From an optimization exercise on the open Yosys and OpenROAD flow, aimed at small area and a short achievable clock period; shortcuts taken in it are not production practice.
Function was not checked in any run shown here: the RTL went through the layout flow alone.
Power and IR drop assume default switching activity.

## flow/design.v (module list and top-level ports; edited modules follow where they fit)
// module pipe_mult: 7 lines
// module delay_line: 14 lines
// module barrett_cfg: 65 lines
// module barrett_reduce: 4508 lines
// module barrett_top: 48 lines
module barrett_top (
  input  logic        clk_i,
  input  logic        rst_ni,
  input  logic        cfg_we_i,
  input  logic [47:0] cfg_i,         
  input  logic        in_valid_i,
  input  logic [35:0] in_i,          
  output logic        out_valid_o,
  output logic [19:0] out_o          
);
  // ...
==> flow/flow/run.sh <==
#!/bin/bash
# The standard layout, with plain buf_1 cells (not clkdlybuf4s50_1) as the
# port buffers that ORFS inserts before global placement. make's full output
# goes to standard.log; each ORFS step also keeps its own log under orfs/logs.
set -euo pipefail
export BUFFER_PORTS_ARGS="-buffer_cell sky130_fd_sc_hd__buf_1"
bash standard.sh > standard.log 2>&1
==> flow/standard.sh <==
#!/bin/bash
# synth_recipe.tcl (not shown) runs the flow's synth.tcl, then flattens the netlist and writes it again
# the make line also repeats each setting of config.mk as NAME=value (left out here)
make -C /OpenROAD-flow-scripts/flow DESIGN_CONFIG=/design/flow/config.mk WORK_HOME=/design/flow/orfs CLKGATE_MAP_FILE= SYNTH_SCRIPT=/design/flow/synth_recipe.tcl "${@:-finish}"
==> flow/config.mk <==
export PLATFORM = sky130hd
export DESIGN_NAME = barrett_top
export DESIGN_NICKNAME = barrett_top
export VERILOG_FILES = /design/flow/design.v
export SDC_FILE = /design/flow/constraint.sdc
export NUM_CORES = 4
export LEC_CHECK = 0
export CAP_MARGIN = 20
export CORE_MARGIN = 2
export CORE_UTILIZATION = 65
export CTS_BUF_LIST = sky130_fd_sc_hd__clkbuf_8
export CTS_CLUSTER_DIAMETER = 45
export CTS_CLUSTER_SIZE = 20
export PLACE_DENSITY = 0.75
export SETUP_SLACK_MARGIN = 4.1
export SLEW_MARGIN = 20
==> flow/constraint.sdc <==
create_clock -name core_clock -period 7.0 [get_ports {clk_i}]
set_input_delay 1.4000 -clock core_clock [delete_from_list [all_inputs] [get_ports {clk_i}]]
set_output_delay 1.4000 -clock core_clock [all_outputs]
set_load 0.01 [all_outputs]
==> impl.org, run 1 <==
** Pwr
- Pwr per Cell Area :: 555 nW/µm²
- Total power :: 12200 µW

** Logic synthesis
- Proportion of synthesized flip-flops having asynchronous set or reset :: 1.75%
- Leading register cell type out of synthesis :: sky130_fd_sc_hd__dfxtp_1
- Number of enable-type register cells in the synthesized netlist :: 46
- The synthesized netlist devotes 13.3% of its cell area to compound gates.
- After synthesis, the share of cell area in mux cells is 3.26%.
- The synthesized netlist devotes 21.6% of its cell area to adder and majority cells.

** Layout
- Most common cell after layout, fill and taps aside :: sky130_fd_sc_hd__dfxtp_1
- Largest registers :: barrett_cfg_i.q_o: 16 flops, barrett_reduce_i.r_o: 16 flops, barrett_cfg_i.qf_o: 15 flops
- In the final design database the tool counted 2318 nets.
- The number of antenna diodes in the final layout is 0.
- Final core utilization :: 72.6%

** Run status
- Result of the run :: timing/DRC/antenna clean

** Critical path
- Highest cell delay on the worst timing path :: 0.52 ns
- The critical path starts at barrett_reduce_i.s2_cols_811_q$_DFF_P_.

** Global routing
- Global routing consumed, on the met2 layer, 42.9% of the routing resources.
- Global routing used 27.8% of the available tracks across all layers.
- The number of antenna violations at the first check in global routing is 0.

** Clock tree
- # clock sinks :: 343
- Once the clock tree was built, the setup fixing pass inserted 30 buffers.
- The number of clock buffers added by TritonCTS is 38.

** Detailed routing
- Wires add up to 44.1 mm.
- DR WL/cell :: 18.3 µm

** STA
- Clock skew on the completed layout was measured at 0.0245 ns.
- Worst Slack Setup Final :: 3.90 ns

** Floorplanning
- Die Footprint :: 32000 µm²
- Die outline width :: 179 µm
==> module barrett_cfg, before the edit <==
module barrett_cfg (
  input  logic        clk_i,
  input  logic        cfg_we_i,
  input  logic [15:0] q_i,
  input  logic [31:0] mu_i,
  output logic [3:0]  s_o,
  output logic [15:0] q_o,
  output logic [15:0] qf_o,
  output logic [8:0]  m1_one_o,
  output logic [8:0]  m1_two_o,
  output logic [7:0]  m1_neg_o,
  output logic [8:0]  m2_one_o,
  output logic [7:0]  m2_two_o,
  output logic [7:0]  m2_neg_o
);
  logic [3:0]  s_calc;
  logic [18:0] mb;    
  logic [18:0] qb;    
  logic [8:0]  m1_one, m1_two, m1_neg, m2_one, m2_two;
  logic       z8, z4h, z4l;
  logic [3:0] t;    
  logic [7:0] u;    
  assign z8  = ~|q_i[15:8];
  assign z4h = ~|q_i[15:12];
  assign z4l = ~|q_i[7:4];
  always_comb begin
    for (int i = 0; i < 4; i++) t[i] = ~|q_i[4*i+3 -: 2];
    for (int i = 0; i < 8; i++) u[i] = ~q_i[2*i+1];
  end
  assign s_calc[3] = z8;
  assign s_calc[2] = z8 ? z4l : z4h;
  assign s_calc[1] = z8 ? (z4l ? t[0] : t[1]) : (z4h ? t[2] : t[3]);
  assign s_calc[0] = z8 ? (z4l ? (t[0] ? u[0] : u[1]) : (t[1] ? u[2] : u[3]))
                        : (z4h ? (t[2] ? u[4] : u[5]) : (t[3] ? u[6] : u[7]));
  assign mb = {1'b0, (mu_i[17] ? 17'h1ffff : mu_i[16:0]), 1'b0};
  assign qb = {2'b00, q_o, 1'b0};
  always_comb begin
    for (int i = 0; i < 9; i++) begin
      m1_one[i] = mb[2*i+1] ^ mb[2*i];
      m1_two[i] = (mb[2*i+2] & ~mb[2*i+1] & ~mb[2*i])
                | (~mb[2*i+2] & mb[2*i+1] & mb[2*i]);
      m1_neg[i] = mb[2*i+2];
      m2_one[i] = qb[2*i+1] ^ qb[2*i];
      m2_two[i] = (qb[2*i+2] & ~qb[2*i+1] & ~qb[2*i])
                | (~qb[2*i+2] & qb[2*i+1] & qb[2*i]);
    end
  end
  always_ff @(posedge clk_i) begin
    if (cfg_we_i) begin
      s_o      <= s_calc;
      q_o      <= q_i;
      m1_one_o <= m1_one;
      m1_two_o <= m1_two;
      m1_neg_o <= m1_neg[7:0];
    end
  end
  always_ff @(posedge clk_i) begin
    qf_o     <= q_o;    
    m2_one_o <= m2_one;
    m2_two_o <= m2_two[7:0];
  end
  always_comb begin
    for (int i = 0; i < 8; i++) m2_neg_o[i] = ~q_o[2*i+1];
  end
endmodule
==> module barrett_top, before the edit <==
module barrett_top (
  input  logic        clk_i,
  input  logic        rst_ni,
  input  logic        cfg_we_i,
  input  logic [47:0] cfg_i,         
  input  logic        in_valid_i,
  input  logic [35:0] in_i,          
  output logic        out_valid_o,
  output logic [19:0] out_o          
);
  logic [3:0]  cfg_s;
  logic [15:0] cfg_q, cfg_qf;
  logic [8:0]  m1_one, m1_two, m2_one;
  logic [7:0]  m1_neg, m2_two, m2_neg;
  barrett_cfg barrett_cfg_i (
    .clk_i    (clk_i),
    .cfg_we_i (cfg_we_i),
    .q_i      (cfg_i[47:32]),
    .mu_i     (cfg_i[31:0]),
    .s_o      (cfg_s),
    .q_o      (cfg_q),
    .qf_o     (cfg_qf),
    .m1_one_o (m1_one),
    .m1_two_o (m1_two),
    .m1_neg_o (m1_neg),
    .m2_one_o (m2_one),
    .m2_two_o (m2_two),
    .m2_neg_o (m2_neg)
  );
  barrett_reduce barrett_reduce_i (
    .clk_i       (clk_i),
    .rst_ni      (rst_ni),
    .s_i         (cfg_s),
    .q_i         (cfg_qf),
    .m1_one_i    (m1_one),
    .m1_two_i    (m1_two),
    .m1_neg_i    (m1_neg),
    .m2_one_i    (m2_one),
    .m2_two_i    (m2_two),
    .m2_neg_i    (m2_neg),
    .in_valid_i  (in_valid_i),
    .x_i         (in_i[35:4]),
    .tag_i       (in_i[3:0]),
    .out_valid_o (out_valid_o),
    .r_o         (out_o[19:4]),
    .tag_o       (out_o[3:0])
  );
endmodule
==> run 2, diff against run 1 <==
--- a/flow/design.v
+++ b/flow/design.v
@@ -43,17 +43,16 @@
 `default_nettype none
 module barrett_cfg (
   input  logic        clk_i,
   input  logic        cfg_we_i,
   input  logic [15:0] q_i,
   input  logic [31:0] mu_i,
   output logic [3:0]  s_o,
   output logic [15:0] q_o,
-  output logic [15:0] qf_o,
   output logic [8:0]  m1_one_o,
   output logic [8:0]  m1_two_o,
   output logic [7:0]  m1_neg_o,
   output logic [8:0]  m2_one_o,
   output logic [7:0]  m2_two_o,
   output logic [7:0]  m2_neg_o
 );
   logic [3:0]  s_calc;
@@ -93,17 +92,16 @@
       s_o      <= s_calc;
       q_o      <= q_i;
       m1_one_o <= m1_one;
       m1_two_o <= m1_two;
       m1_neg_o <= m1_neg[7:0];
     end
   end
   always_ff @(posedge clk_i) begin
-    qf_o     <= q_o;    
     m2_one_o <= m2_one;
     m2_two_o <= m2_two[7:0];
   end
   always_comb begin
     for (int i = 0; i < 8; i++) m2_neg_o[i] = ~q_o[2*i+1];
   end
 endmodule
 `default_nettype wire
@@ -2950,217 +2948,217 @@
   assign a_615 = m1_one_i[8] & s1_xt_39_q;
   assign a_616 = m1_two_i[8] & s1_xt_38_q;
   assign o_617 = a_615 | a_616;
   assign a_618 = m1_one_i[8] & s1_xt_40_q;
   assign a_619 = m1_two_i[8] & s1_xt_39_q;
   assign o_620 = a_618 | a_619;
   assign a_621 = m1_two_i[8] & s1_xt_40_q;
   assign fs_622 = x_95 ^ x_154 ^ x_215;
-  assign fc_623 = (x_95 & x_154) | (x_215 & (x_95 ^ x_154));
+  assign fc_623 = (x_95 ^ x_154) ? x_215 : x_95;
   assign hs_624 = x_278 ^ x_343;
   assign hc_625 = x_278 & x_343;
   assign fs_626 = x_96 ^ x_155 ^ x_216;
-  assign fc_627 = (x_96 & x_155) | (x_216 & (x_96 ^ x_155));
+  assign fc_627 = (x_96 ^ x_155) ? x_216 : x_96;
   assign fs_628 = x_279 ^ x_344 ^ x_411;
-  assign fc_629 = (x_279 & x_344) | (x_411 & (x_279 ^ x_344));
+  assign fc_629 = (x_279 ^ x_344) ? x_411 : x_279;
   assign fs_630 = x_97 ^ x_156 ^ x_217;
-  assign fc_631 = (x_97 & x_156) | (x_217 & (x_97 ^ x_156));
+  assign fc_631 = (x_97 ^ x_156) ? x_217 : x_97;
   assign fs_632 = x_280 ^ x_345 ^ x_412;
-  assign fc_633 = (x_280 & x_345) | (x_412 & (x_280 ^ x_345));
+  assign fc_633 = (x_280 ^ x_345) ? x_412 : x_280;
   assign hs_634 = x_481 ^ x_552;
   assign hc_635 = x_481 & x_552;
   assign fs_636 = x_98 ^ x_157 ^ x_218;
-  assign fc_637 = (x_98 & x_157) | (x_218 & (x_98 ^ x_157));
+  assign fc_637 = (x_98 ^ x_157) ? x_218 : x_98;
   assign fs_638 = x_281 ^ x_346 ^ x_413;
-  assign fc_639 = (x_281 & x_346) | (x_413 & (x_281 ^ x_346));
+  assign fc_639 = (x_281 ^ x_346) ? x_413 : x_281;
   assign fs_640 = x_482 ^ x_553 ^ o_572;
-  assign fc_641 = (x_482 & x_553) | (o_572 & (x_482 ^ x_553));
+  assign fc_641 = (x_482 ^ x_553) ? o_572 : x_482;
   assign fs_642 = x_99 ^ x_158 ^ x_219;
-  assign fc_643 = (x_99 & x_158) | (x_219 & (x_99 ^ x_158));
+  assign fc_643 = (x_99 ^ x_158) ? x_219 : x_99;
   assign fs_644 = x_282 ^ x_347 ^ x_414;
-  assign fc_645 = (x_282 & x_347) | (x_414 & (x_282 ^ x_347));
+  assign fc_645 = (x_282 ^ x_347) ? x_414 : x_282;
   assign fs_646 = x_483 ^ x_554 ^ o_575;
-  assign fc_647 = (x_483 & x_554) | (o_575 & (x_483 ^ x_554));
+  assign fc_647 = (x_483 ^ x_554) ? o_575 : x_483;
   assign fs_648 = x_159 ^ x_220 ^ x_283;
-  assign fc_649 = (x_159 & x_220) | (x_283 & (x_159 ^ x_220));
+  assign fc_649 = (x_159 ^ x_220) ? x_283 : x_159;
   assign fs_650 = x_348 ^ x_415 ^ x_484;
-  assign fc_651 = (x_348 & x_415) | (x_484 & (x_348 ^ x_415));
+  assign fc_651 = (x_348 ^ x_415) ? x_484 : x_348;
   assign fs_652 = x_555 ^ o_578 ^ m1_neg_i[0];
-  assign fc_653 = (x_555 & o_578) | (m1_neg_i[0] & (x_555 ^ o_578));
+  assign fc_653 = (x_555 ^ o_578) ? m1_neg_i[0] : x_555;
   assign fs_654 = x_160 ^ x_221 ^ x_284;
-  assign fc_655 = (x_160 & x_221) | (x_284 & (x_160 ^ x_221));
+  assign fc_655 = (x_160 ^ x_221) ? x_284 : x_160;
   assign fs_656 = x_349 ^ x_416 ^ x_485;
-  assign fc_657 = (x_349 & x_416) | (x_485 & (x_349 ^ x_416));
+  assign fc_657 = (x_349 ^ x_416) ? x_485 : x_349;
   assign fs_658 = x_556 ^ o_581 ^ m1_neg_i[0];
-  assign fc_659 = (x_556 & o_581) | (m1_neg_i[0] & (x_556 ^ o_581));
+  assign fc_659 = (x_556 ^ o_581) ? m1_neg_i[0] : x_556;
   assign fs_660 = n_153 ^ x_222 ^ x_285;
-  assign fc_661 = (n_153 & x_222) | (x_285 & (n_153 ^ x_222));
+  assign fc_661 = (n_153 ^ x_222) ? x_285 : n_153;
   assign fs_662 = x_350 ^ x_417 ^ x_486;
-  assign fc_663 = (x_350 & x_417) | (x_486 & (x_350 ^ x_417));
+  assign fc_663 = (x_350 ^ x_417) ? x_486 : x_350;
   assign fs_664 = x_557 ^ o_584 ^ n_94;
-  assign fc_665 = (x_557 & o_584) | (n_94 & (x_557 ^ o_584));
+  assign fc_665 = (x_557 ^ o_584) ? n_94 : x_557;
   assign x_666 = x_223 ^ x_286;
   assign n_667 = ~x_666;
   assign o_668 = x_223 | x_286;
   assign fs_669 = x_351 ^ x_418 ^ x_487;
-  assign fc_670 = (x_351 & x_418) | (x_487 & (x_351 ^ x_418));
+  assign fc_670 = (x_351 ^ x_418) ? x_487 : x_351;
   assign hs_671 = x_558 ^ o_587;
   assign hc_672 = x_558 & o_587;
   assign fs_673 = n_214 ^ x_287 ^ x_352;
-  assign fc_674 = (n_214 & x_287) | (x_352 & (n_214 ^ x_287));
+  assign fc_674 = (n_214 ^ x_287) ? x_352 : n_214;
   assign fs_675 = x_419 ^ x_488 ^ x_559;
-  assign fc_676 = (x_419 & x_488) | (x_559 & (x_419 ^ x_488));
+  assign fc_676 = (x_419 ^ x_488) ? x_559 : x_419;
   assign x_677 = x_288 ^ x_353;
   assign n_678 = ~x_677;
   assign o_679 = x_288 | x_353;
   assign hs_680 = x_420 ^ x_489;
   assign hc_681 = x_420 & x_489;
   assign fs_682 = n_277 ^ x_354 ^ x_421;
-  assign fc_683 = (n_277 & x_354) | (x_421 & (n_277 ^ x_354));
+  assign fc_683 = (n_277 ^ x_354) ? x_421 : n_277;
   assign n_684 = ~x_355;
   assign fs_685 = fs_622 ^ hs_624 ^ x_410;
-  assign fc_686 = (fs_622 & hs_624) | (x_410 & (fs_622 ^ hs_624));
+  assign fc_686 = (fs_622 ^ hs_624) ? x_410 : fs_622;
   assign fs_687 = fc_623 ^ hc_625 ^ fs_626;
-  assign fc_688 = (fc_623 & hc_625) | (fs_626 & (fc_623 ^ hc_625));
+  assign fc_688 = (fc_623 ^ hc_625) ? fs_626 : fc_623;
   assign hs_689 = fs_628 ^ x_480;
   assign hc_690 = fs_628 & x_480;
   assign fs_691 = fc_627 ^ fc_629 ^ fs_630;
-  assign fc_692 = (fc_627 & fc_629) | (fs_630 & (fc_627 ^ fc_629));
+  assign fc_692 = (fc_627 ^ fc_629) ? fs_630 : fc_627;
   assign fs_693 = fs_632 ^ hs_634 ^ a_569;
-  assign fc_694 = (fs_632 & hs_634) | (a_569 & (fs_632 ^ hs_634));
+  assign fc_694 = (fs_632 ^ hs_634) ? a_569 : fs_632;
   assign fs_695 = fc_631 ^ fc_633 ^ hc_635;
-  assign fc_696 = (fc_631 & fc_633) | (hc_635 & (fc_631 ^ fc_633));
+  assign fc_696 = (fc_631 ^ fc_633) ? hc_635 : fc_631;
   assign fs_697 = fs_636 ^ fs_638 ^ fs_640;
-  assign fc_698 = (fs_636 & fs_638) | (fs_640 & (fs_636 ^ fs_638));
+  assign fc_698 = (fs_636 ^ fs_638) ? fs_640 : fs_636;
   assign fs_699 = fc_637 ^ fc_639 ^ fc_641;
-  assign fc_700 = (fc_637 & fc_639) | (fc_641 & (fc_637 ^ fc_639));
+  assign fc_700 = (fc_637 ^ fc_639) ? fc_641 : fc_637;
   assign fs_701 = fs_642 ^ fs_644 ^ fs_646;
-  assign fc_702 = (fs_642 & fs_644) | (fs_646 & (fs_642 ^ fs_644));
+  assign fc_702 = (fs_642 ^ fs_644) ? fs_646 : fs_642;
   assign fs_703 = fc_643 ^ fc_645 ^ fc_647;
-  assign fc_704 = (fc_643 & fc_645) | (fc_647 & (fc_643 ^ fc_645));
+  assign fc_704 = (fc_643 ^ fc_645) ? fc_647 : fc_643;
   assign fs_705 = fs_648 ^ fs_650 ^ fs_652;
-  assign fc_706 = (fs_648 & fs_650) | (fs_652 & (fs_648 ^ fs_650));
+  assign fc_706 = (fs_648 ^ fs_650) ? fs_652 : fs_648;
   assign fs_707 = fc_649 ^ fc_651 ^ fc_653;
-  assign fc_708 = (fc_649 & fc_651) | (fc_653 & (fc_649 ^ fc_651));
+  assign fc_708 = (fc_649 ^ fc_651) ? fc_653 : fc_649;
   assign fs_709 = fs_654 ^ fs_656 ^ fs_658;
-  assign fc_710 = (fs_654 & fs_656) | (fs_658 & (fs_654 ^ fs_656));
+  assign fc_710 = (fs_654 ^ fs_656) ? fs_658 : fs_654;
   assign fs_711 = fc_655 ^ fc_657 ^ fc_659;
-  assign fc_712 = (fc_655 & fc_657) | (fc_659 & (fc_655 ^ fc_657));
+  assign fc_712 = (fc_655 ^ fc_657) ? fc_659 : fc_655;
   assign fs_713 = fs_660 ^ fs_662 ^ fs_664;
-  assign fc_714 = (fs_660 & fs_662) | (fs_664 & (fs_660 ^ fs_662));
+  assign fc_714 = (fs_660 ^ fs_662) ? fs_664 : fs_660;
   assign fs_715 = fc_661 ^ fc_663 ^ fc_665;
-  assign fc_716 = (fc_661 & fc_663) | (fc_665 & (fc_661 ^ fc_663));
+  assign fc_716 = (fc_661 ^ fc_663) ? fc_665 : fc_661;
   assign fs_717 = n_667 ^ fs_669 ^ hs_671;
-  assign fc_718 = (n_667 & fs_669) | (hs_671 & (n_667 ^ fs_669));
+  assign fc_718 = (n_667 ^ fs_669) ? hs_671 : n_667;
   assign fs_719 = o_668 ^ fc_670 ^ hc_672;
-  assign fc_720 = (o_668 & fc_670) | (hc_672 & (o_668 ^ fc_670));
+  assign fc_720 = (o_668 ^ fc_670) ? hc_672 : o_668;
   assign fs_721 = fs_673 ^ fs_675 ^ o_590;
-  assign fc_722 = (fs_673 & fs_675) | (o_590 & (fs_673 ^ fs_675));
+  assign fc_722 = (fs_673 ^ fs_675) ? o_590 : fs_673;
   assign fs_723 = fc_674 ^ fc_676 ^ n_678;
-  assign fc_724 = (fc_674 & fc_676) | (n_678 & (fc_674 ^ fc_676));
+  assign fc_724 = (fc_674 ^ fc_676) ? n_678 : fc_674;
   assign fs_725 = hs_680 ^ x_560 ^ o_593;
-  assign fc_726 = (hs_680 & x_560) | (o_593 & (hs_680 ^ x_560));
+  assign fc_726 = (hs_680 ^ x_560) ? o_593 : hs_680;
   assign fs_727 = o_679 ^ hc_681 ^ fs_682;
-  assign fc_728 = (o_679 & hc_681) | (fs_682 & (o_679 ^ hc_681));
+  assign fc_728 = (o_679 ^ hc_681) ? fs_682 : o_679;
   assign fs_729 = x_490 ^ x_561 ^ o_596;
-  assign fc_730 = (x_490 & x_561) | (o_596 & (x_490 ^ x_561));
+  assign fc_730 = (x_490 ^ x_561) ? o_596 : x_490;
   assign fs_731 = fc_683 ^ n_684 ^ x_422;
-  assign fc_732 = (fc_683 & n_684) | (x_422 & (fc_683 ^ n_684));
+  assign fc_732 = (fc_683 ^ n_684) ? x_422 : fc_683;
   assign fs_733 = x_491 ^ x_562 ^ o_599;
-  assign fc_734 = (x_491 & x_562) | (o_599 & (x_491 ^ x_562));
+  assign fc_734 = (x_491 ^ x_562) ? o_599 : x_491;
   assign fs_735 = x_355 ^ n_342 ^ x_423;
-  assign fc_736 = (x_355 & n_342) | (x_423 & (x_355 ^ n_342));
+  assign fc_736 = (x_355 ^ n_342) ? x_423 : x_355;
   assign fs_737 = x_492 ^ x_563 ^ o_602;
-  assign fc_738 = (x_492 & x_563) | (o_602 & (x_492 ^ x_563));
+  assign fc_738 = (x_492 ^ x_563) ? o_602 : x_492;
   assign x_739 = x_424 ^ x_493;
   assign n_740 = ~x_739;
   assign o_741 = x_424 | x_493;
   assign hs_742 = x_564 ^ o_605;
   assign hc_743 = x_564 & o_605;
   assign fs_744 = n_409 ^ x_494 ^ x_565;
-  assign fc_745 = (n_409 & x_494) | (x_565 & (n_409 ^ x_494));
+  assign fc_745 = (n_409 ^ x_494) ? x_565 : n_409;
   assign n_746 = ~x_495;
   assign hs_747 = fs_685 ^ x_479;
   assign hc_748 = fs_685 & x_479;
   assign fs_749 = fc_686 ^ fs_687 ^ hs_689;
-  assign fc_750 = (fc_686 & fs_687) | (hs_689 & (fc_686 ^ fs_687));
+  assign fc_750 = (fc_686 ^ fs_687) ? hs_689 : fc_686;
   assign fs_751 = fc_688 ^ hc_690 ^ fs_691;
-  assign fc_752 = (fc_688 & hc_690) | (fs_691 & (fc_688 ^ hc_690));
+  assign fc_752 = (fc_688 ^ hc_690) ? fs_691 : fc_688;
   assign fs_753 = fc_692 ^ fc_694 ^ fs_695;
-  assign fc_754 = (fc_692 & fc_694) | (fs_695 & (fc_692 ^ fc_694));
+  assign fc_754 = (fc_692 ^ fc_694) ? fs_695 : fc_692;
   assign fs_755 = fc_696 ^ fc_698 ^ fs_699;
-  assign fc_756 = (fc_696 & fc_698) | (fs_699 & (fc_696 ^ fc_698));
+  assign fc_756 = (fc_696 ^ fc_698) ? fs_699 : fc_696;
   assign fs_757 = fc_700 ^ fc_702 ^ fs_703;
-  assign fc_758 = (fc_700 & fc_702) | (fs_703 & (fc_700 ^ fc_702));
+  assign fc_758 = (fc_700 ^ fc_702) ? fs_703 : fc_700;
   assign fs_759 = fc_704 ^ fc_706 ^ fs_707;
-  assign fc_760 = (fc_704 & fc_706) | (fs_707 & (fc_704 ^ fc_706));
+  assign fc_760 = (fc_704 ^ fc_706) ? fs_707 : fc_704;
   assign fs_761 = fc_708 ^ fc_710 ^ fs_711;
-  assign fc_762 = (fc_708 & fc_710) | (fs_711 & (fc_708 ^ fc_710));
+  assign fc_762 = (fc_708 ^ fc_710) ? fs_711 : fc_708;
   assign fs_763 = fc_712 ^ fc_714 ^ fs_715;
-  assign fc_764 = (fc_712 & fc_714) | (fs_715 & (fc_712 ^ fc_714));
+  assign fc_764 = (fc_712 ^ fc_714) ? fs_715 : fc_712;
   assign fs_765 = fc_716 ^ fc_718 ^ fs_719;
-  assign fc_766 = (fc_716 & fc_718) | (fs_719 & (fc_716 ^ fc_718));
+  assign fc_766 = (fc_716 ^ fc_718) ? fs_719 : fc_716;
   assign fs_767 = fc_720 ^ fc_722 ^ fs_723;
-  assign fc_768 = (fc_720 & fc_722) | (fs_723 & (fc_720 ^ fc_722));
+  assign fc_768 = (fc_720 ^ fc_722) ? fs_723 : fc_720;
   assign fs_769 = fc_724 ^ fc_726 ^ fs_727;
-  assign fc_770 = (fc_724 & fc_726) | (fs_727 & (fc_724 ^ fc_726));
+  assign fc_770 = (fc_724 ^ fc_726) ? fs_727 : fc_724;
   assign fs_771 = fc_728 ^ fc_730 ^ fs_731;
-  assign fc_772 = (fc_728 & fc_730) | (fs_731 & (fc_728 ^ fc_730));
+  assign fc_772 = (fc_728 ^ fc_730) ? fs_731 : fc_728;
   assign fs_773 = fc_732 ^ fc_734 ^ fs_735;
-  assign fc_774 = (fc_732 & fc_734) | (fs_735 & (fc_732 ^ fc_734));
+  assign fc_774 = (fc_732 ^ fc_734) ? fs_735 : fc_732;
   assign fs_775 = fc_736 ^ fc_738 ^ n_740;
-  assign fc_776 = (fc_736 & fc_738) | (n_740 & (fc_736 ^ fc_738));
+  assign fc_776 = (fc_736 ^ fc_738) ? n_740 : fc_736;
   assign fs_777 = o_741 ^ hc_743 ^ fs_744;
-  assign fc_778 = (o_741 & hc_743) | (fs_744 & (o_741 ^ hc_743));
+  assign fc_778 = (o_741 ^ hc_743) ? fs_744 : o_741;
   assign fs_779 = fc_745 ^ n_746 ^ x_566;
-  assign fc_780 = (fc_745 & n_746) | (x_566 & (fc_745 ^ n_746));
+  assign fc_780 = (fc_745 ^ n_746) ? x_566 : fc_745;
   assign fs_781 = x_495 ^ n_478 ^ x_567;
-  assign fc_782 = (x_495 & n_478) | (x_567 & (x_495 ^ n_478));
+  assign fc_782 = (x_495 ^ n_478) ? x_567 : x_495;
   assign n_783 = ~x_568;
   assign hs_867 = s2_cols_806_q ^ s2_cols_807_q;
   assign hc_868 = s2_cols_806_q & s2_cols_807_q;
   assign fs_869 = s2_cols_809_q ^ s2_cols_810_q ^ s2_cols_811_q;
-  assign fc_870 = (s2_cols_809_q & s2_cols_810_q) | (s2_cols_811_q & (s2_cols_809_q ^ s2_cols_810_q));
+  assign fc_870 = (s2_cols_809_q ^ s2_cols_810_q) ? s2_cols_811_q : s2_cols_809_q;
   assign fs_871 = s2_cols_812_q ^ s2_cols_813_q ^ s2_cols_814_q;
-  assign fc_872 = (s2_cols_812_q & s2_cols_813_q) | (s2_cols_814_q & (s2_cols_812_q ^ s2_cols_813_q));
+  assign fc_872 = (s2_cols_812_q ^ s2_cols_813_q) ? s2_cols_814_q : s2_cols_812_q;
   assign fs_873 = s2_cols_815_q ^ s2_cols_816_q ^ s2_cols_817_q;
-  assign fc_874 = (s2_cols_815_q & s2_cols_816_q) | (s2_cols_817_q & (s2_cols_815_q ^ s2_cols_816_q));
+  assign fc_874 = (s2_cols_815_q ^ s2_cols_816_q) ? s2_cols_817_q : s2_cols_815_q;
   assign fs_875 = s2_cols_818_q ^ s2_cols_819_q ^ s2_cols_820_q;
-  assign fc_876 = (s2_cols_818_q & s2_cols_819_q) | (s2_cols_820_q & (s2_cols_818_q ^ s2_cols_819_q));
+  assign fc_876 = (s2_cols_818_q ^ s2_cols_819_q) ? s2_cols_820_q : s2_cols_818_q;
   assign fs_877 = s2_cols_821_q ^ s2_cols_822_q ^ s2_cols_823_q;
-  assign fc_878 = (s2_cols_821_q & s2_cols_822_q) | (s2_cols_823_q & (s2_cols_821_q ^ s2_cols_822_q));
+  assign fc_878 = (s2_cols_821_q ^ s2_cols_822_q) ? s2_cols_823_q : s2_cols_821_q;
   assign fs_879 = s2_cols_824_q ^ s2_cols_825_q ^ s2_cols_826_q;
-  assign fc_880 = (s2_cols_824_q & s2_cols_825_q) | (s2_cols_826_q & (s2_cols_824_q ^ s2_cols_825_q));
+  assign fc_880 = (s2_cols_824_q ^ s2_cols_825_q) ? s2_cols_826_q : s2_cols_824_q;
   assign fs_881 = s2_cols_827_q ^ s2_cols_828_q ^ s2_cols_829_q;
-  assign fc_882 = (s2_cols_827_q & s2_cols_828_q) | (s2_cols_829_q & (s2_cols_827_q ^ s2_cols_828_q));
+  assign fc_882 = (s2_cols_827_q ^ s2_cols_828_q) ? s2_cols_829_q : s2_cols_827_q;
   assign fs_883 = s2_cols_830_q ^ s2_cols_831_q ^ s2_cols_832_q;
-  assign fc_884 = (s2_cols_830_q & s2_cols_831_q) | (s2_cols_832_q & (s2_cols_830_q ^ s2_cols_831_q));
+  assign fc_884 = (s2_cols_830_q ^ s2_cols_831_q) ? s2_cols_832_q : s2_cols_830_q;
   assign fs_885 = s2_cols_833_q ^ s2_cols_834_q ^ s2_cols_835_q;
-  assign fc_886 = (s2_cols_833_q & s2_cols_834_q) | (s2_cols_835_q & (s2_cols_833_q ^ s2_cols_834_q));
+  assign fc_886 = (s2_cols_833_q ^ s2_cols_834_q) ? s2_cols_835_q : s2_cols_833_q;
   assign fs_887 = s2_cols_836_q ^ s2_cols_837_q ^ s2_cols_838_q;
-  assign fc_888 = (s2_cols_836_q & s2_cols_837_q) | (s2_cols_838_q & (s2_cols_836_q ^ s2_cols_837_q));
+  assign fc_888 = (s2_cols_836_q ^ s2_cols_837_q) ? s2_cols_838_q : s2_cols_836_q;
   assign fs_889 = s2_cols_839_q ^ s2_cols_840_q ^ s2_cols_841_q;
-  assign fc_890 = (s2_cols_839_q & s2_cols_840_q) | (s2_cols_841_q & (s2_cols_839_q ^ s2_cols_840_q));
+  assign fc_890 = (s2_cols_839_q ^ s2_cols_840_q) ? s2_cols_841_q : s2_cols_839_q;
   assign fs_891 = s2_cols_842_q ^ s2_cols_843_q ^ s2_cols_844_q;
-  assign fc_892 = (s2_cols_842_q & s2_cols_843_q) | (s2_cols_844_q & (s2_cols_842_q ^ s2_cols_843_q));
+  assign fc_892 = (s2_cols_842_q ^ s2_cols_843_q) ? s2_cols_844_q : s2_cols_842_q;
   assign fs_893 = s2_cols_845_q ^ s2_cols_846_q ^ s2_cols_847_q;
-  assign fc_894 = (s2_cols_845_q & s2_cols_846_q) | (s2_cols_847_q & (s2_cols_845_q ^ s2_cols_846_q));
+  assign fc_894 = (s2_cols_845_q ^ s2_cols_846_q) ? s2_cols_847_q : s2_cols_845_q;
   assign fs_895 = s2_cols_848_q ^ s2_cols_849_q ^ s2_cols_850_q;
-  assign fc_896 = (s2_cols_848_q & s2_cols_849_q) | (s2_cols_850_q & (s2_cols_848_q ^ s2_cols_849_q));
+  assign fc_896 = (s2_cols_848_q ^ s2_cols_849_q) ? s2_cols_850_q : s2_cols_848_q;
   assign fs_897 = s2_cols_851_q ^ s2_cols_852_q ^ s2_cols_853_q;
-  assign fc_898 = (s2_cols_851_q & s2_cols_852_q) | (s2_cols_853_q & (s2_cols_851_q ^ s2_cols_852_q));
+  assign fc_898 = (s2_cols_851_q ^ s2_cols_852_q) ? s2_cols_853_q : s2_cols_851_q;
   assign fs_899 = s2_cols_854_q ^ s2_cols_855_q ^ s2_cols_856_q;
-  assign fc_900 = (s2_cols_854_q & s2_cols_855_q) | (s2_cols_856_q & (s2_cols_854_q ^ s2_cols_855_q));
+  assign fc_900 = (s2_cols_854_q ^ s2_cols_855_q) ? s2_cols_856_q : s2_cols_854_q;
   assign fs_901 = s2_cols_857_q ^ s2_cols_858_q ^ s2_cols_859_q;
-  assign fc_902 = (s2_cols_857_q & s2_cols_858_q) | (s2_cols_859_q & (s2_cols_857_q ^ s2_cols_858_q));
+  assign fc_902 = (s2_cols_857_q ^ s2_cols_858_q) ? s2_cols_859_q : s2_cols_857_q;
   assign fs_903 = s2_cols_860_q ^ s2_cols_861_q ^ s2_cols_862_q;
-  assign fc_904 = (s2_cols_860_q & s2_cols_861_q) | (s2_cols_862_q & (s2_cols_860_q ^ s2_cols_861_q));
+  assign fc_904 = (s2_cols_860_q ^ s2_cols_861_q) ? s2_cols_862_q : s2_cols_860_q;
   assign fs_905 = s2_cols_863_q ^ s2_cols_864_q ^ s2_cols_865_q;
-  assign fc_906 = (s2_cols_863_q & s2_cols_864_q) | (s2_cols_865_q & (s2_cols_863_q ^ s2_cols_864_q));
+  assign fc_906 = (s2_cols_863_q ^ s2_cols_864_q) ? s2_cols_865_q : s2_cols_863_q;
   assign n_907 = ~s2_cols_866_q;
   assign x_908 = hs_867 ^ s2_cols_808_q;
   assign x_909 = hc_868 ^ fs_869;
   assign x_910 = fc_870 ^ fs_871;
   assign x_911 = fc_872 ^ fs_873;
   assign x_912 = fc_874 ^ fs_875;
   assign x_913 = fc_876 ^ fs_877;
   assign x_914 = fc_878 ^ fs_879;
@@ -3686,153 +3684,153 @@
   assign a_1473 = m2_one_i[8] & x_1472;
   assign hs_1474 = a_1471 ^ s3_xl_1112_q;
   assign hc_1475 = a_1471 & s3_xl_1112_q;
   assign x_1476 = a_1473 ^ s3_xl_1113_q;
   assign x_1477 = x_1476 ^ hc_1475;
   assign hs_1478 = x_1176 ^ x_1238;
   assign hc_1479 = x_1176 & x_1238;
   assign fs_1480 = x_1180 ^ x_1242 ^ x_1296;
-  assign fc_1481 = (x_1180 & x_1242) | (x_1296 & (x_1180 ^ x_1242));
+  assign fc_1481 = (x_1180 ^ x_1242) ? x_1296 : x_1180;
   assign fs_1482 = x_1184 ^ x_1246 ^ x_1300;
-  assign fc_1483 = (x_1184 & x_1246) | (x_1300 & (x_1184 ^ x_1246));
+  assign fc_1483 = (x_1184 ^ x_1246) ? x_1300 : x_1184;
   assign hs_1484 = x_1346 ^ x_1384;
   assign hc_1485 = x_1346 & x_1384;
   assign fs_1486 = x_1188 ^ x_1250 ^ x_1304;
-  assign fc_1487 = (x_1188 & x_1250) | (x_1304 & (x_1188 ^ x_1250));
+  assign fc_1487 = (x_1188 ^ x_1250) ? x_1304 : x_1188;
   assign fs_1488 = x_1350 ^ x_1388 ^ x_1418;
-  assign fc_1489 = (x_1350 & x_1388) | (x_1418 & (x_1350 ^ x_1388));
+  assign fc_1489 = (x_1350 ^ x_1388) ? x_1418 : x_1350;
   assign fs_1490 = x_1192 ^ x_1254 ^ x_1308;
-  assign fc_1491 = (x_1192 & x_1254) | (x_1308 & (x_1192 ^ x_1254));
+  assign fc_1491 = (x_1192 ^ x_1254) ? x_1308 : x_1192;
   assign fs_1492 = x_1354 ^ x_1392 ^ x_1422;
-  assign fc_1493 = (x_1354 & x_1392) | (x_1422 & (x_1354 ^ x_1392));
+  assign fc_1493 = (x_1354 ^ x_1392) ? x_1422 : x_1354;
   assign hs_1494 = x_1444 ^ x_1458;
   assign hc_1495 = x_1444 & x_1458;
   assign fs_1496 = x_1196 ^ x_1258 ^ x_1312;
-  assign fc_1497 = (x_1196 & x_1258) | (x_1312 & (x_1196 ^ x_1258));
+  assign fc_1497 = (x_1196 ^ x_1258) ? x_1312 : x_1196;
   assign fs_1498 = x_1358 ^ x_1396 ^ x_1426;
-  assign fc_1499 = (x_1358 & x_1396) | (x_1426 & (x_1358 ^ x_1396));
+  assign fc_1499 = (x_1358 ^ x_1396) ? x_1426 : x_1358;
   assign fs_1500 = x_1448 ^ x_1462 ^ s3_xl_1111_q;
-  assign fc_1501 = (x_1448 & x_1462) | (s3_xl_1111_q & (x_1448 ^ x_1462));
+  assign fc_1501 = (x_1448 ^ x_1462) ? s3_xl_1111_q : x_1448;
   assign fs_1502 = x_1200 ^ x_1262 ^ x_1316;
-  assign fc_1503 = (x_1200 & x_1262) | (x_1316 & (x_1200 ^ x_1262));
+  assign fc_1503 = (x_1200 ^ x_1262) ? x_1316 : x_1200;
   assign fs_1504 = x_1362 ^ x_1400 ^ x_1430;
-  assign fc_1505 = (x_1362 & x_1400) | (x_1430 & (x_1362 ^ x_1400));
+  assign fc_1505 = (x_1362 ^ x_1400) ? x_1430 : x_1362;
   assign fs_1506 = x_1452 ^ x_1466 ^ hs_1474;
-  assign fc_1507 = (x_1452 & x_1466) | (hs_1474 & (x_1452 ^ x_1466));
+  assign fc_1507 = (x_1452 ^ x_1466) ? hs_1474 : x_1452;
   assign fs_1508 = x_1204 ^ x_1266 ^ x_1320;
-  assign fc_1509 = (x_1204 & x_1266) | (x_1320 & (x_1204 ^ x_1266));
+  assign fc_1509 = (x_1204 ^ x_1266) ? x_1320 : x_1204;
   assign fs_1510 = x_1366 ^ x_1404 ^ x_1434;
-  assign fc_1511 = (x_1366 & x_1404) | (x_1434 & (x_1366 ^ x_1404));
+  assign fc_1511 = (x_1366 ^ x_1404) ? x_1434 : x_1366;
   assign fs_1512 = x_1456 ^ x_1470 ^ x_1477;
-  assign fc_1513 = (x_1456 & x_1470) | (x_1477 & (x_1456 ^ x_1470));
+  assign fc_1513 = (x_1456 ^ x_1470) ? x_1477 : x_1456;
   assign hs_1514 = x_1160 ^ x_1222;
   assign hc_1515 = x_1160 & x_1222;
   assign fs_1516 = x_1164 ^ x_1226 ^ x_1280;
-  assign fc_1517 = (x_1164 & x_1226) | (x_1280 & (x_1164 ^ x_1226));
+  assign fc_1517 = (x_1164 ^ x_1226) ? x_1280 : x_1164;
   assign fs_1518 = x_1168 ^ x_1230 ^ x_1284;
-  assign fc_1519 = (x_1168 & x_1230) | (x_1284 & (x_1168 ^ x_1230));
+  assign fc_1519 = (x_1168 ^ x_1230) ? x_1284 : x_1168;
   assign hs_1520 = x_1330 ^ x_1368;
   assign hc_1521 = x_1330 & x_1368;
   assign fs_1522 = x_1172 ^ x_1234 ^ x_1288;
-  assign fc_1523 = (x_1172 & x_1234) | (x_1288 & (x_1172 ^ x_1234));
+  assign fc_1523 = (x_1172 ^ x_1234) ? x_1288 : x_1172;
   assign fs_1524 = x_1334 ^ x_1372 ^ s3_xl_1105_q;
-  assign fc_1525 = (x_1334 & x_1372) | (s3_xl_1105_q & (x_1334 ^ x_1372));
+  assign fc_1525 = (x_1334 ^ x_1372) ? s3_xl_1105_q : x_1334;
   assign fs_1526 = hs_1478 ^ x_1292 ^ x_1338;
-  assign fc_1527 = (hs_1478 & x_1292) | (x_1338 & (hs_1478 ^ x_1292));
+  assign fc_1527 = (hs_1478 ^ x_1292) ? x_1338 : hs_1478;
   assign fs_1528 = x_1376 ^ x_1406 ^ s3_xl_1106_q;
-  assign fc_1529 = (x_1376 & x_1406) | (s3_xl_1106_q & (x_1376 ^ x_1406));
+  assign fc_1529 = (x_1376 ^ x_1406) ? s3_xl_1106_q : x_1376;
   assign fs_1530 = hc_1479 ^ fs_1480 ^ x_1342;
-  assign fc_1531 = (hc_1479 & fs_1480) | (x_1342 & (hc_1479 ^ fs_1480));
+  assign fc_1531 = (hc_1479 ^ fs_1480) ? x_1342 : hc_1479;
   assign fs_1532 = x_1380 ^ x_1410 ^ s3_xl_1107_q;
-  assign fc_1533 = (x_1380 & x_1410) | (s3_xl_1107_q & (x_1380 ^ x_1410));
+  assign fc_1533 = (x_1380 ^ x_1410) ? s3_xl_1107_q : x_1380;
   assign fs_1534 = fc_1481 ^ fs_1482 ^ hs_1484;
-  assign fc_1535 = (fc_1481 & fs_1482) | (hs_1484 & (fc_1481 ^ fs_1482));
+  assign fc_1535 = (fc_1481 ^ fs_1482) ? hs_1484 : fc_1481;
   assign fs_1536 = x_1414 ^ x_1436 ^ s3_xl_1108_q;
-  assign fc_1537 = (x_1414 & x_1436) | (s3_xl_1108_q & (x_1414 ^ x_1436));
+  assign fc_1537 = (x_1414 ^ x_1436) ? s3_xl_1108_q : x_1414;
   assign fs_1538 = fc_1483 ^ hc_1485 ^ fs_1486;
-  assign fc_1539 = (fc_1483 & hc_1485) | (fs_1486 & (fc_1483 ^ hc_1485));
+  assign fc_1539 = (fc_1483 ^ hc_1485) ? fs_1486 : fc_1483;
   assign fs_1540 = fs_1488 ^ x_1440 ^ s3_xl_1109_q;
-  assign fc_1541 = (fs_1488 & x_1440) | (s3_xl_1109_q & (fs_1488 ^ x_1440));
+  assign fc_1541 = (fs_1488 ^ x_1440) ? s3_xl_1109_q : fs_1488;
   assign fs_1542 = fc_1487 ^ fc_1489 ^ fs_1490;
-  assign fc_1543 = (fc_1487 & fc_1489) | (fs_1490 & (fc_1487 ^ fc_1489));
+  assign fc_1543 = (fc_1487 ^ fc_1489) ? fs_1490 : fc_1487;
   assign fs_1544 = fs_1492 ^ hs_1494 ^ s3_xl_1110_q;
-  assign fc_1545 = (fs_1492 & hs_1494) | (s3_xl_1110_q & (fs_1492 ^ hs_1494));
+  assign fc_1545 = (fs_1492 ^ hs_1494) ? s3_xl_1110_q : fs_1492;
   assign fs_1546 = fc_1491 ^ fc_1493 ^ hc_1495;
-  assign fc_1547 = (fc_1491 & fc_1493) | (hc_1495 & (fc_1491 ^ fc_1493));
+  assign fc_1547 = (fc_1491 ^ fc_1493) ? hc_1495 : fc_1491;
   assign fs_1548 = fs_1496 ^ fs_1498 ^ fs_1500;
-  assign fc_1549 = (fs_1496 & fs_1498) | (fs_1500 & (fs_1496 ^ fs_1498));
+  assign fc_1549 = (fs_1496 ^ fs_1498) ? fs_1500 : fs_1496;
   assign fs_1550 = fc_1497 ^ fc_1499 ^ fc_1501;
-  assign fc_1551 = (fc_1497 & fc_1499) | (fc_1501 & (fc_1497 ^ fc_1499));
+  assign fc_1551 = (fc_1497 ^ fc_1499) ? fc_1501 : fc_1497;
   assign fs_1552 = fs_1502 ^ fs_1504 ^ fs_1506;
-  assign fc_1553 = (fs_1502 & fs_1504) | (fs_1506 & (fs_1502 ^ fs_1504));
+  assign fc_1553 = (fs_1502 ^ fs_1504) ? fs_1506 : fs_1502;
   assign fs_1554 = fc_1503 ^ fc_1505 ^ fc_1507;
-  assign fc_1555 = (fc_1503 & fc_1505) | (fc_1507 & (fc_1503 ^ fc_1505));
+  assign fc_1555 = (fc_1503 ^ fc_1505) ? fc_1507 : fc_1503;
   assign fs_1556 = fs_1508 ^ fs_1510 ^ fs_1512;
-  assign fc_1557 = (fs_1508 & fs_1510) | (fs_1512 & (fs_1508 ^ fs_1510));
+  assign fc_1557 = (fs_1508 ^ fs_1510) ? fs_1512 : fs_1508;
   assign hs_1558 = x_1152 ^ x_1214;
   assign hc_1559 = x_1152 & x_1214;
   assign fs_1560 = x_1156 ^ x_1218 ^ x_1272;
-  assign fc_1561 = (x_1156 & x_1218) | (x_1272 & (x_1156 ^ x_1218));
+  assign fc_1561 = (x_1156 ^ x_1218) ? x_1272 : x_1156;
   assign fs_1562 = hs_1514 ^ x_1276 ^ x_1322;
-  assign fc_1563 = (hs_1514 & x_1276) | (x_1322 & (hs_1514 ^ x_1276));
+  assign fc_1563 = (hs_1514 ^ x_1276) ? x_1322 : hs_1514;
   assign fs_1564 = hc_1515 ^ fs_1516 ^ x_1326;
-  assign fc_1565 = (hc_1515 & fs_1516) | (x_1326 & (hc_1515 ^ fs_1516));
+  assign fc_1565 = (hc_1515 ^ fs_1516) ? x_1326 : hc_1515;
   assign fs_1566 = fc_1517 ^ fs_1518 ^ hs_1520;
-  assign fc_1567 = (fc_1517 & fs_1518) | (hs_1520 & (fc_1517 ^ fs_1518));
+  assign fc_1567 = (fc_1517 ^ fs_1518) ? hs_1520 : fc_1517;
   assign fs_1568 = fc_1519 ^ hc_1521 ^ fs_1522;
-  assign fc_1569 = (fc_1519 & hc_1521) | (fs_1522 & (fc_1519 ^ hc_1521));
+  assign fc_1569 = (fc_1519 ^ hc_1521) ? fs_1522 : fc_1519;
   assign fs_1570 = fc_1523 ^ fc_1525 ^ fs_1526;
-  assign fc_1571 = (fc_1523 & fc_1525) | (fs_1526 & (fc_1523 ^ fc_1525));
+  assign fc_1571 = (fc_1523 ^ fc_1525) ? fs_1526 : fc_1523;
   assign fs_1572 = fc_1527 ^ fc_1529 ^ fs_1530;
-  assign fc_1573 = (fc_1527 & fc_1529) | (fs_1530 & (fc_1527 ^ fc_1529));
+  assign fc_1573 = (fc_1527 ^ fc_1529) ? fs_1530 : fc_1527;
   assign fs_1574 = fc_1531 ^ fc_1533 ^ fs_1534;
-  assign fc_1575 = (fc_1531 & fc_1533) | (fs_1534 & (fc_1531 ^ fc_1533));
+  assign fc_1575 = (fc_1531 ^ fc_1533) ? fs_1534 : fc_1531;
   assign fs_1576 = fc_1535 ^ fc_1537 ^ fs_1538;
-  assign fc_1577 = (fc_1535 & fc_1537) | (fs_1538 & (fc_1535 ^ fc_1537));
+  assign fc_1577 = (fc_1535 ^ fc_1537) ? fs_1538 : fc_1535;
   assign fs_1578 = fc_1539 ^ fc_1541 ^ fs_1542;
-  assign fc_1579 = (fc_1539 & fc_1541) | (fs_1542 & (fc_1539 ^ fc_1541));
+  assign fc_1579 = (fc_1539 ^ fc_1541) ? fs_1542 : fc_1539;
   assign fs_1580 = fc_1543 ^ fc_1545 ^ fs_1546;
-  assign fc_1581 = (fc_1543 & fc_1545) | (fs_1546 & (fc_1543 ^ fc_1545));
+  assign fc_1581 = (fc_1543 ^ fc_1545) ? fs_1546 : fc_1543;
   assign fs_1582 = fc_1547 ^ fc_1549 ^ fs_1550;
-  assign fc_1583 = (fc_1547 & fc_1549) | (fs_1550 & (fc_1547 ^ fc_1549));
+  assign fc_1583 = (fc_1547 ^ fc_1549) ? fs_1550 : fc_1547;
   assign fs_1584 = fc_1551 ^ fc_1553 ^ fs_1554;
-  assign fc_1585 = (fc_1551 & fc_1553) | (fs_1554 & (fc_1551 ^ fc_1553));
+  assign fc_1585 = (fc_1551 ^ fc_1553) ? fs_1554 : fc_1551;
   assign hs_1642 = s4_cols_1594_q ^ s4_cols_1595_q;
   assign hc_1643 = s4_cols_1594_q & s4_cols_1595_q;
   assign fs_1644 = s4_cols_1597_q ^ s4_cols_1598_q ^ s4_cols_1599_q;
-  assign fc_1645 = (s4_cols_1597_q & s4_cols_1598_q) | (s4_cols_1599_q & (s4_cols_1597_q ^ s4_cols_1598_q));
+  assign fc_1645 = (s4_cols_1597_q ^ s4_cols_1598_q) ? s4_cols_1599_q : s4_cols_1597_q;
   assign fs_1646 = s4_cols_1600_q ^ s4_cols_1601_q ^ s4_cols_1602_q;
-  assign fc_1647 = (s4_cols_1600_q & s4_cols_1601_q) | (s4_cols_1602_q & (s4_cols_1600_q ^ s4_cols_1601_q));
+  assign fc_1647 = (s4_cols_1600_q ^ s4_cols_1601_q) ? s4_cols_1602_q : s4_cols_1600_q;
   assign fs_1648 = s4_cols_1603_q ^ s4_cols_1604_q ^ s4_cols_1605_q;
-  assign fc_1649 = (s4_cols_1603_q & s4_cols_1604_q) | (s4_cols_1605_q & (s4_cols_1603_q ^ s4_cols_1604_q));
+  assign fc_1649 = (s4_cols_1603_q ^ s4_cols_1604_q) ? s4_cols_1605_q : s4_cols_1603_q;
   assign fs_1650 = s4_cols_1606_q ^ s4_cols_1607_q ^ s4_cols_1608_q;
-  assign fc_1651 = (s4_cols_1606_q & s4_cols_1607_q) | (s4_cols_1608_q & (s4_cols_1606_q ^ s4_cols_1607_q));
+  assign fc_1651 = (s4_cols_1606_q ^ s4_cols_1607_q) ? s4_cols_1608_q : s4_cols_1606_q;
   assign fs_1652 = s4_cols_1609_q ^ s4_cols_1610_q ^ s4_cols_1611_q;
-  assign fc_1653 = (s4_cols_1609_q & s4_cols_1610_q) | (s4_cols_1611_q & (s4_cols_1609_q ^ s4_cols_1610_q));
+  assign fc_1653 = (s4_cols_1609_q ^ s4_cols_1610_q) ? s4_cols_1611_q : s4_cols_1609_q;
   assign fs_1654 = s4_cols_1612_q ^ s4_cols_1613_q ^ s4_cols_1614_q;
-  assign fc_1655 = (s4_cols_1612_q & s4_cols_1613_q) | (s4_cols_1614_q & (s4_cols_1612_q ^ s4_cols_1613_q));
+  assign fc_1655 = (s4_cols_1612_q ^ s4_cols_1613_q) ? s4_cols_1614_q : s4_cols_1612_q;
   assign fs_1656 = s4_cols_1615_q ^ s4_cols_1616_q ^ s4_cols_1617_q;
-  assign fc_1657 = (s4_cols_1615_q & s4_cols_1616_q) | (s4_cols_1617_q & (s4_cols_1615_q ^ s4_cols_1616_q));
+  assign fc_1657 = (s4_cols_1615_q ^ s4_cols_1616_q) ? s4_cols_1617_q : s4_cols_1615_q;
   assign fs_1658 = s4_cols_1618_q ^ s4_cols_1619_q ^ s4_cols_1620_q;
-  assign fc_1659 = (s4_cols_1618_q & s4_cols_1619_q) | (s4_cols_1620_q & (s4_cols_1618_q ^ s4_cols_1619_q));
+  assign fc_1659 = (s4_cols_1618_q ^ s4_cols_1619_q) ? s4_cols_1620_q : s4_cols_1618_q;
   assign fs_1660 = s4_cols_1621_q ^ s4_cols_1622_q ^ s4_cols_1623_q;
-  assign fc_1661 = (s4_cols_1621_q & s4_cols_1622_q) | (s4_cols_1623_q & (s4_cols_1621_q ^ s4_cols_1622_q));
+  assign fc_1661 = (s4_cols_1621_q ^ s4_cols_1622_q) ? s4_cols_1623_q : s4_cols_1621_q;
   assign fs_1662 = s4_cols_1624_q ^ s4_cols_1625_q ^ s4_cols_1626_q;
-  assign fc_1663 = (s4_cols_1624_q & s4_cols_1625_q) | (s4_cols_1626_q & (s4_cols_1624_q ^ s4_cols_1625_q));
+  assign fc_1663 = (s4_cols_1624_q ^ s4_cols_1625_q) ? s4_cols_1626_q : s4_cols_1624_q;
   assign fs_1664 = s4_cols_1627_q ^ s4_cols_1628_q ^ s4_cols_1629_q;
-  assign fc_1665 = (s4_cols_1627_q & s4_cols_1628_q) | (s4_cols_1629_q & (s4_cols_1627_q ^ s4_cols_1628_q));
+  assign fc_1665 = (s4_cols_1627_q ^ s4_cols_1628_q) ? s4_cols_1629_q : s4_cols_1627_q;
   assign fs_1666 = s4_cols_1630_q ^ s4_cols_1631_q ^ s4_cols_1632_q;
-  assign fc_1667 = (s4_cols_1630_q & s4_cols_1631_q) | (s4_cols_1632_q & (s4_cols_1630_q ^ s4_cols_1631_q));
+  assign fc_1667 = (s4_cols_1630_q ^ s4_cols_1631_q) ? s4_cols_1632_q : s4_cols_1630_q;
   assign fs_1668 = s4_cols_1633_q ^ s4_cols_1634_q ^ s4_cols_1635_q;
-  assign fc_1669 = (s4_cols_1633_q & s4_cols_1634_q) | (s4_cols_1635_q & (s4_cols_1633_q ^ s4_cols_1634_q));
+  assign fc_1669 = (s4_cols_1633_q ^ s4_cols_1634_q) ? s4_cols_1635_q : s4_cols_1633_q;
   assign fs_1670 = s4_cols_1636_q ^ s4_cols_1637_q ^ s4_cols_1638_q;
-  assign fc_1671 = (s4_cols_1636_q & s4_cols_1637_q) | (s4_cols_1638_q & (s4_cols_1636_q ^ s4_cols_1637_q));
+  assign fc_1671 = (s4_cols_1636_q ^ s4_cols_1637_q) ? s4_cols_1638_q : s4_cols_1636_q;
   assign fs_1672 = s4_cols_1639_q ^ s4_cols_1640_q ^ s4_cols_1641_q;
-  assign fc_1673 = (s4_cols_1639_q & s4_cols_1640_q) | (s4_cols_1641_q & (s4_cols_1639_q ^ s4_cols_1640_q));
+  assign fc_1673 = (s4_cols_1639_q ^ s4_cols_1640_q) ? s4_cols_1641_q : s4_cols_1639_q;
   assign x_1674 = s4_cols_1590_q ^ s4_cols_1591_q;
   assign x_1675 = s4_cols_1592_q ^ s4_cols_1593_q;
   assign x_1676 = hs_1642 ^ s4_cols_1596_q;
   assign x_1677 = hc_1643 ^ fs_1644;
   assign x_1678 = fc_1645 ^ fs_1646;
   assign x_1679 = fc_1647 ^ fs_1648;
   assign x_1680 = fc_1649 ^ fs_1650;
   assign x_1681 = fc_1651 ^ fs_1652;
@@ -4624,39 +4622,38 @@
   input  logic        cfg_we_i,
   input  logic [47:0] cfg_i,         
   input  logic        in_valid_i,
   input  logic [35:0] in_i,          
   output logic        out_valid_o,
   output logic [19:0] out_o          
 );
   logic [3:0]  cfg_s;
-  logic [15:0] cfg_q, cfg_qf;
+  logic [15:0] cfg_q;
   logic [8:0]  m1_one, m1_two, m2_one;
   logic [7:0]  m1_neg, m2_two, m2_neg;
   barrett_cfg barrett_cfg_i (
     .clk_i    (clk_i),
     .cfg_we_i (cfg_we_i),
     .q_i      (cfg_i[47:32]),
     .mu_i     (cfg_i[31:0]),
     .s_o      (cfg_s),
     .q_o      (cfg_q),
-    .qf_o     (cfg_qf),
     .m1_one_o (m1_one),
     .m1_two_o (m1_two),
     .m1_neg_o (m1_neg),
     .m2_one_o (m2_one),
     .m2_two_o (m2_two),
     .m2_neg_o (m2_neg)
   );
   barrett_reduce barrett_reduce_i (
     .clk_i       (clk_i),
     .rst_ni      (rst_ni),
     .s_i         (cfg_s),
-    .q_i         (cfg_qf),
+    .q_i         (cfg_q),
     .m1_one_i    (m1_one),
     .m1_two_i    (m1_two),
     .m1_neg_i    (m1_neg),
     .m2_one_i    (m2_one),
     .m2_two_i    (m2_two),
     .m2_neg_i    (m2_neg),
     .in_valid_i  (in_valid_i),
     .x_i         (in_i[35:4]),
==> flow/run.sh (new file) <==
#!/bin/bash
# synth_recipe.tcl (not shown) runs the flow's synth.tcl, then flattens the netlist and writes it again
# the make line also repeats each setting of config.mk as NAME=value (left out here)
make -C /OpenROAD-flow-scripts/flow DESIGN_CONFIG=/design/flow/config.mk WORK_HOME=/design/flow/orfs CLKGATE_MAP_FILE= SYNTH_SCRIPT=/design/flow/synth_recipe.tcl finish
==> flow/config.mk (replaced) <==
export PLATFORM = sky130hd
export DESIGN_NAME = barrett_top
export DESIGN_NICKNAME = barrett_top
export VERILOG_FILES = /design/flow/design.v
export SDC_FILE = /design/flow/constraint.sdc
export NUM_CORES = 4
export LEC_CHECK = 0
export CAP_MARGIN = 20
export CORE_MARGIN = 2
export CORE_UTILIZATION = 65
export CTS_BUF_LIST = sky130_fd_sc_hd__clkbuf_8
export CTS_CLUSTER_SIZE = 40
export SETUP_SLACK_MARGIN = 4.0
export SLEW_MARGIN = 20
removed: flow/flow/run.sh
removed: flow/standard.sh
==> run 2 against run 1 <==
Effect of this change:
- still clean on timing, DRC and antenna
- global-route usage increased by 2.2 points
- cell count increased by 7.8%
- routed wire length increased by 13%
- cell area increased by 5.4%
- non-clock buffer count decreased by 20
- synthesized area increased by 2.7%
- critical path type unchanged
- largest cell class unchanged
- largest power group unchanged
==> impl.org, run 2 <==
** STA
- The transition time at the pin with the least slew margin is 1.11 ns (was 0.810 ns).
- The number of max-slew violations in the final report came to 0 (unchanged).
- Final critical-path required period :: 3.06 ns (was 3.10 ns)
- Tightest slew margin relative to the limit :: 26.1% (was 46.0%)
- Final Skew :: 0.0407 ns (was 0.0245 ns)
- Setup repair after global routing missed its margin :: true (unchanged)
- The final worst-path setup slack is 3.94 ns (was 3.90 ns).
- The final setup violation count was 0 (unchanged).
- Setup TNS :: 0 ns (unchanged)
- The highest clock rate came to 0.327 GHz (was 0.323 GHz).
- Final hold violation count :: 0 (unchanged)
- Period utilisation layout :: 43.7% (was 44.2%)

** Logic synthesis
- Synthesized area per cell :: 9.76 µm² (was 10.5 µm²)
- Number of warnings printed during yosys synthesis :: 2 (unchanged)
- Synthesized netlist net count :: 2287 (was 2231)
- The number of storage elements in the synthesis netlist is 329 (was 343).
- The flip-flop cell with the highest count after synthesis is sky130_fd_sc_hd__dfxtp_1 (unchanged).
- Share of the synthesized area in the top cell type :: 27.2% (was 29.3%)
- Most frequent cells after synthesis :: sky130_fd_sc_hd__xnor2_1, sky130_fd_sc_hd__dfxtp_1, sky130_fd_sc_hd__a22oi_1 (was sky130_fd_sc_hd__dfxtp_1, sky130_fd_sc_hd__inv_1, sky130_fd_sc_hd__xnor2_1)
- The most common cell in the netlist is sky130_fd_sc_hd__xnor2_1 (was sky130_fd_sc_hd__dfxtp_1).
- Number of different library cells in the post-synthesis netlist :: 82 (was 69)
- The share of async-settable or async-resettable flops after synthesis is 1.82% (was 1.75%).
- Post-synth top area cell :: sky130_fd_sc_hd__dfxtp_1 (unchanged)
- The number of flops mapped to enable cells by yosys came to 46 (unchanged).
- Cell types with the largest area share after synthesis: sky130_fd_sc_hd__dfxtp_1, sky130_fd_sc_hd__xnor2_1, sky130_fd_sc_hd__edfxtp_1, sky130_fd_sc_hd__a22oi_1, sky130_fd_sc_hd__ha_1 (was sky130_fd_sc_hd__dfxtp_1, sky130_fd_sc_hd__fa_1, sky130_fd_sc_hd__xnor2_1, sky130_fd_sc_hd__edfxtp_1, sky130_fd_sc_hd__a22oi_1).
- Sequential share of the synthesized area :: 34.7% (was 37.0%)
- The combined area of all synthesized cells was 20400 µm² (was 19900 µm²).
- The synthesized instance count is 2090 (was 1893).

** Detailed routing
- Routed wire length :: 50.0 mm (was 44.1 mm)
- The number of DRC violations after detailed-routing iteration 0 is 1001 (was 1009).
- First-pass detailed-route iteration total :: 5 (was 6)
- DR WL/cell :: 19.3 µm (was 18.3 µm)
- The via count of the routed design was 15500 (was 13600).
- The number of nets with antenna violations after routing is 0 (unchanged).
- DRC :: 0 (unchanged)
- The number of vias per cell after detailed routing is 5.96 (was 5.65).

** Layout
- The number of filler cells placed in the layout is 2235 (was 2233).
- Layout Area Growth over Synthesis :: 13.7% (was 10.8%)
- Total Nets Final :: 2358 (was 2318)
- The share of cells above drive strength 1 came to 10.8% (was 11.8%).
- The most common cell after layout, fill and taps aside is sky130_fd_sc_hd__xnor2_1 (was sky130_fd_sc_hd__dfxtp_1).
- Antenna Cells :: 0 (unchanged)
- Most used cells in the layout excluding fill and tap cells: sky130_fd_sc_hd__xnor2_1, sky130_fd_sc_hd__dfxtp_1, sky130_fd_sc_hd__a22oi_1 (was sky130_fd_sc_hd__dfxtp_1, sky130_fd_sc_hd__inv_1, sky130_fd_sc_hd__xnor2_1).
- Largest registers :: barrett_cfg_i.q_o: 16 flops, barrett_reduce_i.r_o: 16 flops (was barrett_cfg_i.q_o: 16 flops, barrett_reduce_i.r_o: 16 flops, barrett_cfg_i.qf_o: 15 flops)

** Clock tree
- Clk Latency, worst-skew pair :: 0.61 ns (was 0.56 ns)
- CTS Buffer Depth :: 3 (unchanged)
- The TritonCTS clock tree is built (unchanged).
- # clock sinks :: 329 (was 343)
- The hold-fix buffer count after cts is 0 (unchanged).
- The CTS H-tree depth was 2 (unchanged).
- Clk pin slew, worst setup/hold paths :: 0.07 ns (was 0.09 ns)
- Clock root buffer :: sky130_fd_sc_hd__clkbuf_8 (unchanged)
- The clock buffer count from CTS is 51 (was 38).

** Min path
- The number of instances on the worst hold path was 0 (unchanged).
- Min-delay src :: barrett_reduce_i.s2_xl_789_q$_DFF_P_ (was barrett_reduce_i.s3_xl_1100_q$_DFF_P_)
- The path type of the worst min-delay path is flip-flop to flip-flop (unchanged).

** Floorplanning
- Height of the die :: 181 µm (was 179 µm)
- Die outline width :: 181 µm (was 179 µm)
- Row Count :: 64 (unchanged)
- The I/O pin count came to 109 (unchanged).
- Initial core utilization :: 66.3% (was 65.5%)
- Die Footprint :: 32800 µm² (was 32000 µm²)
- Total core area :: 30700 µm² (was 30300 µm²)

** Global routing
- The number of global-route vias before repair is 15100 (was 13000).
- Wire length of the first global-routing pass :: 79.0 mm (was 69.2 mm)
- Maximum number of pins on one net before global-route repair :: 47 (unchanged)
- The all-layer global routing usage came to 30.0% (was 27.8%).
- Total global routing overflow :: 0 (unchanged)
- The number of antenna violations at the first check in global routing is 0 (unchanged).

** Critical path
- Highest cell delay on the worst timing path :: 0.38 ns (was 0.52 ns)
- Startpoint type of the worst setup path :: flip-flop (unchanged)
- FF-to-FF Start :: barrett_reduce_i.s4_cols_1591_q$_DFF_P_ (was barrett_reduce_i.s2_cols_811_q$_DFF_P_)
- The buffers plus inverters on the worst setup path was 1 (was 2).
- The kind of cell adding the most delay to the critical path is compound AO/OA/AOI/OAI gates (was adder cells).
- Critical Path, Cell by Cell: ha_4, inv_2, fa_2, nor2b_4, o21a_1, o21ai_4, a211oi_4, o311ai_2, a21boi_2, o31a_1, nor2_2, fa_2, xor2_1, xnor2_1, xnor2_1 (was inv_2, fa_1, inv_1, ha_1, nand4_1, a211oi_4, o31ai_4, o221ai_2, and2_4, and3_4, o21ai_2, nand2b_1, fa_2).
- The maximum net fanout on the critical path is 3 (unchanged).
- Critical path class :: flip-flop to flip-flop (unchanged)
- Critical Path Sink Type :: flip-flop (unchanged)
- Slowest cell on crit path :: sky130_fd_sc_hd__fa_2 (was sky130_fd_sc_hd__fa_1)
- Start point of the critical path :: barrett_reduce_i.s4_cols_1591_q$_DFF_P_ (was barrett_reduce_i.s2_cols_811_q$_DFF_P_)
- Critical path data required time :: 7.48 ns (was 7.45 ns)
- The number of cells on the worst reg-to-reg path is 15 (was 13).
- The data arrival time of the worst path is 3.54 ns (was 3.55 ns).
- Crit. path cell count :: 15 (was 13)

** Placed design
- The quantity of I/O buffers inserted on ports is 94 (unchanged).
- Estimated wirelength of the detail-placed design :: 36.5 mm (was 32.0 mm)
- Worst slack at placement :: 2.75 ns (was 3.19 ns)
- The final estimated routing congestion in global placement came to 0.901 (was 0.934).

** Pwr
- The maximum vdd ir drop came to 0.277 mV (was 0.310 mV).
- The total power per unit cell area came to 581 nW/µm² (was 555 nW/µm²).
- The leakage power figure came to 0.00886 µW (was 0.00939 µW).

** Run status
- Result of the run :: timing/DRC/antenna clean (unchanged)

** Job
- The count of maximum capacitance violations was 0 (unchanged).
[run 2: power breakdown]
| group | switching [µW] | internal, µW | total [µW] |
|---|---|---|---|
| Sequential | 737 | 2650 | 3390 |
| Clock | 745 | 856 | 1600 |
| Combinational | 4210 | 4280 | 8500 |
[run 2: worst paths after layout]
kind | endpoint | slack (ns)
setup / recovery | barrett_reduce_i.s5_r_1853_q$_DFF_P_ | 3.94
hold / removal | barrett_reduce_i.s3_xl_1101_q$_DFF_P_ | 0.32
setup reg to reg | barrett_reduce_i.s5_r_1853_q$_DFF_P_ | 3.94
hold reg to reg | barrett_reduce_i.s3_xl_1101_q$_DFF_P_ | 0.32
max in group asynchronous | barrett_reduce_i.v_q[5]$_DFF_PN0_ | 5.78
min in group asynchronous | barrett_reduce_i.v_q[3]$_DFF_PN0_ | 1.02
[run 2: final cells by class]
class,instances,area (µm²),area share (%)
Tap cell,396,495,2.14
Clock buffer,60,826,3.56
Timing Repair Buffer,137,1320,5.68
Multi-Input combinational cell,1563,12900,55.8
Sequential cell,329,7090,30.6
Clock inverter,30,199,0.857
Inverter,79,333,1.43
[run 2: per-layer routing]
metal	wire, µm	vias up	track usage (%)	share of wire, %
met5	0	-	0	0
met4	2240	0	13.2	4.5
met3	2810	135	4.09	5.6
met2	24400	527	52.9	49
met1	20500	7363	36.7	41
li1	-	7427	-	-
[run 2: metrics by stage]
step	util (%)	instance area, µm²	power [µW]	hold slack [ns]	instances
2_1_floorplan	-	20400	9530	0.310	2090
6_report	75.5	23200	13500	0.321	2594
4_1_cts	74.1	22800	13100	0.324	2576
3_3_place_gp	69.5	21400	10900	0.311	2468
3_5_place_dp	69.5	21400	11100	0.312	2468
5_1_grt	75.5	23200	14600	0.329	2594
[run 2: what timing repair did]
action	in CTS	in global routing
resized for setup	44	60
setup buffers	18	18
cloned	0	0
setup endpoints to repair	29	23
endpoints found under the hold margin	0	0
pin swaps	20	40
[run 2: logic make-up after synthesis]
logic type	count (synthesis)	share of synthesized area, %
simple gates	309	7.14
compound gates	452	15.6
buf+inv	198	3.96
xor+xnor	551	23.9
flops	329	34.7
fa+ha+maj	216	12.5
mux	35	2.30

separate check: timing with driven ports:
The flow's constraints put no driver on any port. The routed layouts listed below were extracted and timed again, unchanged, in two steps.
Step 1 (the two cells are an assumption about what drives the block):
set clk [get_ports {clk_i}]
set_driving_cell -lib_cell sky130_fd_sc_hd__clkbuf_16 $clk
set_driving_cell -lib_cell sky130_fd_sc_hd__buf_2 [delete_from_list [all_inputs] $clk]
Step 2 adds t to the input delays and takes it off the output delays; t is the mean of the earliest and latest rising clock arrival at the registers after step 1. Input paths then give back, and output paths get back, about the clock's delay inside the block.
a / b / c = no drivers / after step 1 / after step 2; a / b = the first two.
| run | shift t [ns] | setup slack, ns | worst setup path after step 2 | slew at the worst register clock pin (ns) | pins driven straight from the clock port |
|---|---|---|---|---|---|
| run 1 | 0.599 | 3.903 / 3.903 / 3.903 | register to register | 0.10 / 0.10 | 1 |
| run 2 | 0.639 | 3.942 / 3.942 / 3.814 | input to register | 0.07 / 0.07 | 1 |
After both steps setup and hold are still met in every run listed. For run 2, which loses most, drivers alone change the setup slack by 0.000 ns; drivers and shift together by -0.128 ns.
